This design comes from an exercise in tuning for small area and a short achievable clock period on the open sky130 flow, not from production work. The RTL was checked by simulation tests, not by an equivalence proof against the original design.

==> build 10 <==
==> flow/design.v <==
package wave_capture_pkg;
   typedef enum logic [1:0] {
      IDLE    = 2'd0,
      ARMED   = 2'd1,
      CAPTURE = 2'd2,
      FULL    = 2'd3
   } cap_state_e;
   localparam logic [7:0] OFFSET_XOR = 8'h80;
   localparam int         SAMPLE_MSB = 15;
   localparam int         BYTE_W     = 8;
   function automatic logic [BYTE_W-1:0] to_offset(
      input logic [SAMPLE_MSB:0] s
   );
      to_offset = s[SAMPLE_MSB -: BYTE_W] ^ OFFSET_XOR;
   endfunction
   function automatic logic rising_zc(
      input logic [SAMPLE_MSB:0] prev,
      input logic [SAMPLE_MSB:0] cur
   );
      rising_zc = prev[SAMPLE_MSB] & ~cur[SAMPLE_MSB];
   endfunction
endpackage
module wave_capture_ram
#(
   parameter int ADDR_WIDTH = 8
) (
   input  logic                clk_i,
   input  logic                rst_ni,
   input  logic                we_i,       
   input  logic                last_i,     
   input  logic [wave_capture_pkg::BYTE_W-1:0] wdata_i,
   input  logic                publish_i,  
   input  logic [ADDR_WIDTH-1:0] raddr_i,
   output logic [wave_capture_pkg::BYTE_W-1:0] rdata_o
);
   localparam int BW    = wave_capture_pkg::BYTE_W;
   localparam int DEPTH = 1 << ADDR_WIDTH;
   logic [BW-1:0]          hold_q;
   logic                   shift_q;
   logic [BW*(DEPTH-1)-1:0] chain_q;    
   logic [BW*DEPTH-1:0]    disp_q;      
   always_ff @(posedge clk_i) begin
      if (we_i) hold_q <= wdata_i;
   end
   always_ff @(posedge clk_i or negedge rst_ni) begin
      if (!rst_ni) shift_q <= 1'b0;
      else         shift_q <= we_i & ~last_i;
   end
   always_ff @(posedge clk_i) begin
      if (shift_q) chain_q <= {hold_q, chain_q[BW*(DEPTH-1)-1:BW]};
   end
   always_ff @(posedge clk_i) begin
      if (publish_i) disp_q <= {hold_q, chain_q};
   end
   localparam int NC0  = 32;           
   localparam int NC1  = 8;            
   logic [7:0]    q0 [NC0];    
   logic [7:0]    q1 [NC1];    
   logic [3:0]    q2;          
   logic [BW-1:0] rdata_d;
   logic [BW-1:0] rdata_q;
   for (genvar c = 0; c < NC0; c++) begin : g_q0
      wc_dec3 u_dec (.a(raddr_i[2:0]), .y(q0[c]));
   end
   for (genvar c = 0; c < NC1; c++) begin : g_q1
      wc_dec3 u_dec (.a(raddr_i[5:3]), .y(q1[c]));
   end
   wc_dec2 u_q2 (.a(raddr_i[7:6]), .y(q2));
   for (genvar b = 0; b < BW; b++) begin : g_bit
      logic [31:0] m1;
      logic [3:0]  m2;
      for (genvar j = 0; j < 32; j++) begin : g_m1
         logic [7:0] d;
         for (genvar v = 0; v < 8; v++) begin : g_d
            assign d[v] = disp_q[BW*(8*j+v) + b];
         end
         wc_mux8oh u (.q(q0[(32*b + j) / 8]), .d(d), .y(m1[j]));
      end
      for (genvar j = 0; j < 4; j++) begin : g_m2
         wc_mux8oh u (.q(q1[b % NC1]), .d(m1[8*j +: 8]), .y(m2[j]));
      end
      wc_mux4oh u_m3 (.q(q2), .d(m2), .y(rdata_d[b]));
   end
   always_ff @(posedge clk_i) begin
      rdata_q <= rdata_d;
   end
   assign rdata_o = rdata_q;
endmodule
module wc_mux8oh (input logic [7:0] q, input logic [7:0] d, output logic y);
   assign y = ~(~((q[0] & d[0]) | (q[1] & d[1])) & ~((q[2] & d[2]) | (q[3] & d[3])) &
                ~((q[4] & d[4]) | (q[5] & d[5])) & ~((q[6] & d[6]) | (q[7] & d[7])));
endmodule
module wc_dec3 (input logic [2:0] a, output logic [7:0] y);
   logic [2:0] an;
   for (genvar k = 0; k < 3; k++) begin : g_n
      wc_inv u_inv (.a(a[k]), .y(an[k]));
   end
   for (genvar v = 0; v < 8; v++) begin : g_v
      logic n;
      wc_nand3 u_nand (.a(v[0] ? a[0] : an[0]), .b(v[1] ? a[1] : an[1]),
                       .c(v[2] ? a[2] : an[2]), .y(n));
      wc_inv   u_inv  (.a(n), .y(y[v]));
   end
endmodule
module wc_nand3 (input logic a, b, c, output logic y);
   assign y = ~(a & b & c);
endmodule
module wc_inv (input logic a, output logic y);
   assign y = ~a;
endmodule
module wc_mux4oh (input logic [3:0] q, input logic [3:0] d, output logic y);
   assign y = ~(~((q[0] & d[0]) | (q[1] & d[1])) & ~((q[2] & d[2]) | (q[3] & d[3])));
endmodule
module wc_dec2 (input logic [1:0] a, output logic [3:0] y);
   assign y[0] = ~a[1] & ~a[0];
   assign y[1] = ~a[1] &  a[0];
   assign y[2] =  a[1] & ~a[0];
   assign y[3] =  a[1] &  a[0];
endmodule
module wc_nand2 (input logic a, b, output logic y);
   assign y = ~(a & b);
endmodule
module wc_a22oi (input logic a1, a2, b1, b2, output logic y);
   assign y = ~((a1 & a2) | (b1 & b2));
endmodule
module wave_capture
#(
   parameter int ADDR_WIDTH = 8
) (
   input  logic                  clk,
   input  logic                  reset,
   input  logic                  new_sample,
   input  logic [15:0]           sample_in,
   input  logic                  enable,
   input  logic                  frame_sync,
   input  logic [ADDR_WIDTH-1:0] read_addr,
   output logic [7:0]            read_data,
   output logic                  new_wave,
   output logic [1:0]            capture_state
);
   wave_capture_pkg::cap_state_e state_q;
   logic                  prev_neg_q;   
   logic [ADDR_WIDTH-1:0] cnt_q;
   logic                  new_wave_q;
   logic                  zc;
   logic                  tmo;
   logic                  trig;
   logic                  we;
   logic                  last;
   logic                  publish;
   assign zc   = prev_neg_q & ~sample_in[15];
   assign tmo  = &cnt_q;
   assign trig = new_sample & (zc | tmo);
   assign we      = enable & ((state_q == wave_capture_pkg::ARMED) ? trig :
                               (state_q == wave_capture_pkg::CAPTURE) & new_sample);
   assign publish = enable & (state_q == wave_capture_pkg::FULL) & frame_sync;
   assign last = (state_q == wave_capture_pkg::CAPTURE) & tmo;
   always_ff @(posedge clk or negedge reset) begin
      if (!reset) begin
         state_q    <= wave_capture_pkg::IDLE;
         prev_neg_q <= 1'b0;
         new_wave_q <= 1'b0;
      end else begin
         new_wave_q <= publish;
         if (new_sample) begin
            prev_neg_q <= sample_in[15];
         end
         if (!enable) begin
            state_q <= wave_capture_pkg::IDLE;
         end else begin
            unique case (state_q)
               wave_capture_pkg::IDLE:    state_q <= wave_capture_pkg::ARMED;
               wave_capture_pkg::ARMED:   if (trig) state_q <= wave_capture_pkg::CAPTURE;
               wave_capture_pkg::CAPTURE: if (new_sample & tmo) state_q <= wave_capture_pkg::FULL;
               wave_capture_pkg::FULL:    if (frame_sync) state_q <= wave_capture_pkg::ARMED;
               default: state_q <= wave_capture_pkg::IDLE;
            endcase
         end
      end
   end
   always_ff @(posedge clk) begin
      if (enable) begin
         unique case (state_q)
            wave_capture_pkg::IDLE: cnt_q <= '0;
            wave_capture_pkg::ARMED: begin
               if (trig)            cnt_q <= ADDR_WIDTH'(1);
               else if (new_sample) cnt_q <= cnt_q + ADDR_WIDTH'(1);
            end
            wave_capture_pkg::CAPTURE: if (new_sample) cnt_q <= cnt_q + ADDR_WIDTH'(1);
            wave_capture_pkg::FULL:    if (frame_sync) cnt_q <= '0;
            default: begin end
         endcase
      end
   end
   wave_capture_ram #(
      .ADDR_WIDTH(ADDR_WIDTH)
   ) u_ram (
      .clk_i    (clk),
      .rst_ni   (reset),
      .we_i     (we),
      .last_i   (last),
      .wdata_i  (wave_capture_pkg::to_offset(sample_in)),
      .publish_i(publish),
      .raddr_i  (read_addr),
      .rdata_o  (read_data)
   );
   assign new_wave      = new_wave_q;
   assign capture_state = state_q;
endmodule
==> flow/run.sh <==
#!/bin/bash
# synth_recipe.tcl (not shown) runs the flow's synth.tcl, then flattens the netlist and writes it again
# the make line also repeats each setting of config.mk as NAME=value (left out here)
make -C /OpenROAD-flow-scripts/flow DESIGN_CONFIG=/design/flow/config.mk WORK_HOME=/design/flow/orfs CLKGATE_MAP_FILE= SYNTH_SCRIPT=/design/flow/synth_recipe.tcl finish
==> flow/config.mk <==
export PLATFORM = sky130hd
export DESIGN_NAME = wave_capture
export DESIGN_NICKNAME = wave_capture
export VERILOG_FILES = /design/flow/design.v
export SDC_FILE = /design/flow/constraint.sdc
export NUM_CORES = 4
export LEC_CHECK = 0
export CAP_MARGIN = 20
export CORE_MARGIN = 2
export CORE_UTILIZATION = 75
export CTS_BUF_LIST = sky130_fd_sc_hd__clkbuf_16
export CTS_CLUSTER_DIAMETER = 100
export CTS_CLUSTER_SIZE = 20
export SETUP_SLACK_MARGIN = 2.7
export SLEW_MARGIN = 20
export SYNTH_HIERARCHICAL = 1
export SYNTH_MINIMUM_KEEP_SIZE = 0
==> flow/constraint.sdc <==
create_clock -name core_clock -period 5.0 [get_ports {clk}]
set_input_delay 1.0000 -clock core_clock [delete_from_list [all_inputs] [get_ports {clk}]]
set_output_delay 1.0000 -clock core_clock [all_outputs]
set_load 0.01 [all_outputs]
==> trial 14: changes against build 10 <==
==> flow/design.v, changed modules only <==
module wave_capture_ram
#(
   parameter int ADDR_WIDTH = 8
) (
   input  logic                clk_i,
   input  logic                rst_ni,
   input  logic                we_i,       
   input  logic                last_i,     
   input  logic [wave_capture_pkg::BYTE_W-1:0] wdata_i,
   input  logic                publish_i,  
   input  logic [ADDR_WIDTH-1:0] raddr_i,
   output logic [wave_capture_pkg::BYTE_W-1:0] rdata_o
);
   localparam int BW    = wave_capture_pkg::BYTE_W;
   localparam int DEPTH = 1 << ADDR_WIDTH;
   logic [BW-1:0]          hold_q;
   logic                   shift_q;
   logic [BW*(DEPTH-1)-1:0] chain_q;    
   logic [BW*DEPTH-1:0]    disp_q;      
   logic [BW-1:0]          rdata_q;
   always_ff @(posedge clk_i) begin
      if (we_i) hold_q <= wdata_i;
   end
   always_ff @(posedge clk_i or negedge rst_ni) begin
      if (!rst_ni) shift_q <= 1'b0;
      else         shift_q <= we_i & ~last_i;
   end
   always_ff @(posedge clk_i) begin
      if (shift_q) chain_q <= {hold_q, chain_q[BW*(DEPTH-1)-1:BW]};
   end
   always_ff @(posedge clk_i) begin
      if (publish_i) disp_q <= {hold_q, chain_q};
   end
   always_ff @(posedge clk_i) begin
      rdata_q <= disp_q[BW*raddr_i +: BW];
   end
   assign rdata_o = rdata_q;
endmodule
// module wc_mux8oh removed
// module wc_dec3 removed
// module wc_nand3 removed
// module wc_inv removed
// module wc_mux4oh removed
// module wc_dec2 removed
// module wc_nand2 removed
// module wc_a22oi removed
CTS_CLUSTER_SIZE = 25   (was 20)
SETUP_SLACK_MARGIN = 2.6   (was 2.7)
SYNTH_HIERARCHICAL = unset   (was 1)
SYNTH_MINIMUM_KEEP_SIZE = unset   (was 0)
==> trial 97: changes against build 10 <==
--- a/flow/design.v
+++ b/flow/design.v
@@ -54,4 +54,4 @@
    end
-   localparam int NC0  = 32;           
-   localparam int NC1  = 8;            
+   localparam int NC0  = 16;           
+   localparam int NC1  = 4;            
    logic [7:0]    q0 [NC0];    
@@ -76,3 +76,3 @@
          end
-         wc_mux8oh u (.q(q0[(32*b + j) / 8]), .d(d), .y(m1[j]));
+         wc_mux8oh u (.q(q0[(32*b + j) / 16]), .d(d), .y(m1[j]));
       end
==> flow_metrics.tcl <==
set metrics [dict create \
    worst_clock_skew_ns 0.0354 \
    path_clk_slew_ns 0.08 \
    synthXorXnorAreaFrac_pct 0.0445 \
    start_util_pct 75.4 \
    status "timing/DRC/antenna clean" \
    n_fill_cell 8046 \
    setup_ws_ns 2.56 \
    ys_seq_area_share_pct 89.6 \
    placed_cells 9030 \
    drt-total-wl_um 263000 \
]
the above is filed under build 10

==> flow_metrics.tcl <==
set metrics [dict create \
    ff_latch_area_mm2 0.124 \
    setup_ws_ns 2.49 \
    num_antenna_cells 0 \
    path_clk_slew_ns 0.08 \
    critical_path_arrival_ns 3.24 \
    ys_seq_area_share_pct 90.7 \
    yosys-top-cells-count "edfxtp_1 (4104), a22oi_1 (1168), nand4_1 (291), inv_1 (225), nand3_1 (163)" \
    start_util_pct 75.5 \
    status "timing/DRC/antenna clean" \
    viasPerCell 6.93 \
    drtIter0Drc 8134 \
    first_global_vias 62827 \
    clock_area_share_pct 4.07 \
    synthXorXnorAreaFrac_pct 0.0450 \
    placed_cells 8526 \
]
the above is filed under trial 97

==> flow_metrics.tcl <==
set metrics [dict create \
    critical_path_buf_inv_count 4 \
    syn-num-nets 5585 \
    worst_clock_skew_ns 0.0279 \
    synthXorXnorAreaFrac_pct 0.0436 \
    path_clk_slew_ns 0.09 \
    ys_seq_area_share_pct 87.9 \
    placed_cells 8084 \
    start_util_pct 75.6 \
    maxCapViolations 0 \
    drt-total-wl_um 263000 \
    status "timing/DRC/antenna clean" \
]
the above is filed under trial 14

==> separate check: timing with driven ports <==
How much do the figures lean on ideal ports? The routed layouts below were timed once more, with nothing changed but the port constraints. Step 1 sets driving cells, clkbuf_16 on the clock port and buf_2 on the other inputs (assumed; they add their load-dependent delay and slew). Step 2 also shifts input and output timing later by t, the mid clock arrival at the registers, as if the neighbouring blocks saw the same clock. Three values: no drivers, after step 1, after step 2; two values: the first two.
run | t (ns) | setup WS [ns] | worst hold slack (ns) | worst setup path at the end
build 10 | 0.945 | 2.556 / 2.256 / 1.311 | 0.355 / 0.298 / 0.428 | input to register
trial 14 | 0.938 | 2.493 / 2.179 / 1.241 | 0.381 / 0.329 / 0.430 | input to register
trial 97 | 0.948 | 2.495 / 2.218 / 1.270 | 0.363 / 0.301 / 0.418 | input to register
After both steps every run listed still meets setup and hold. For trial 14, which loses most, drivers alone change the setup slack by -0.314 ns; drivers and shift together by -1.252 ns.
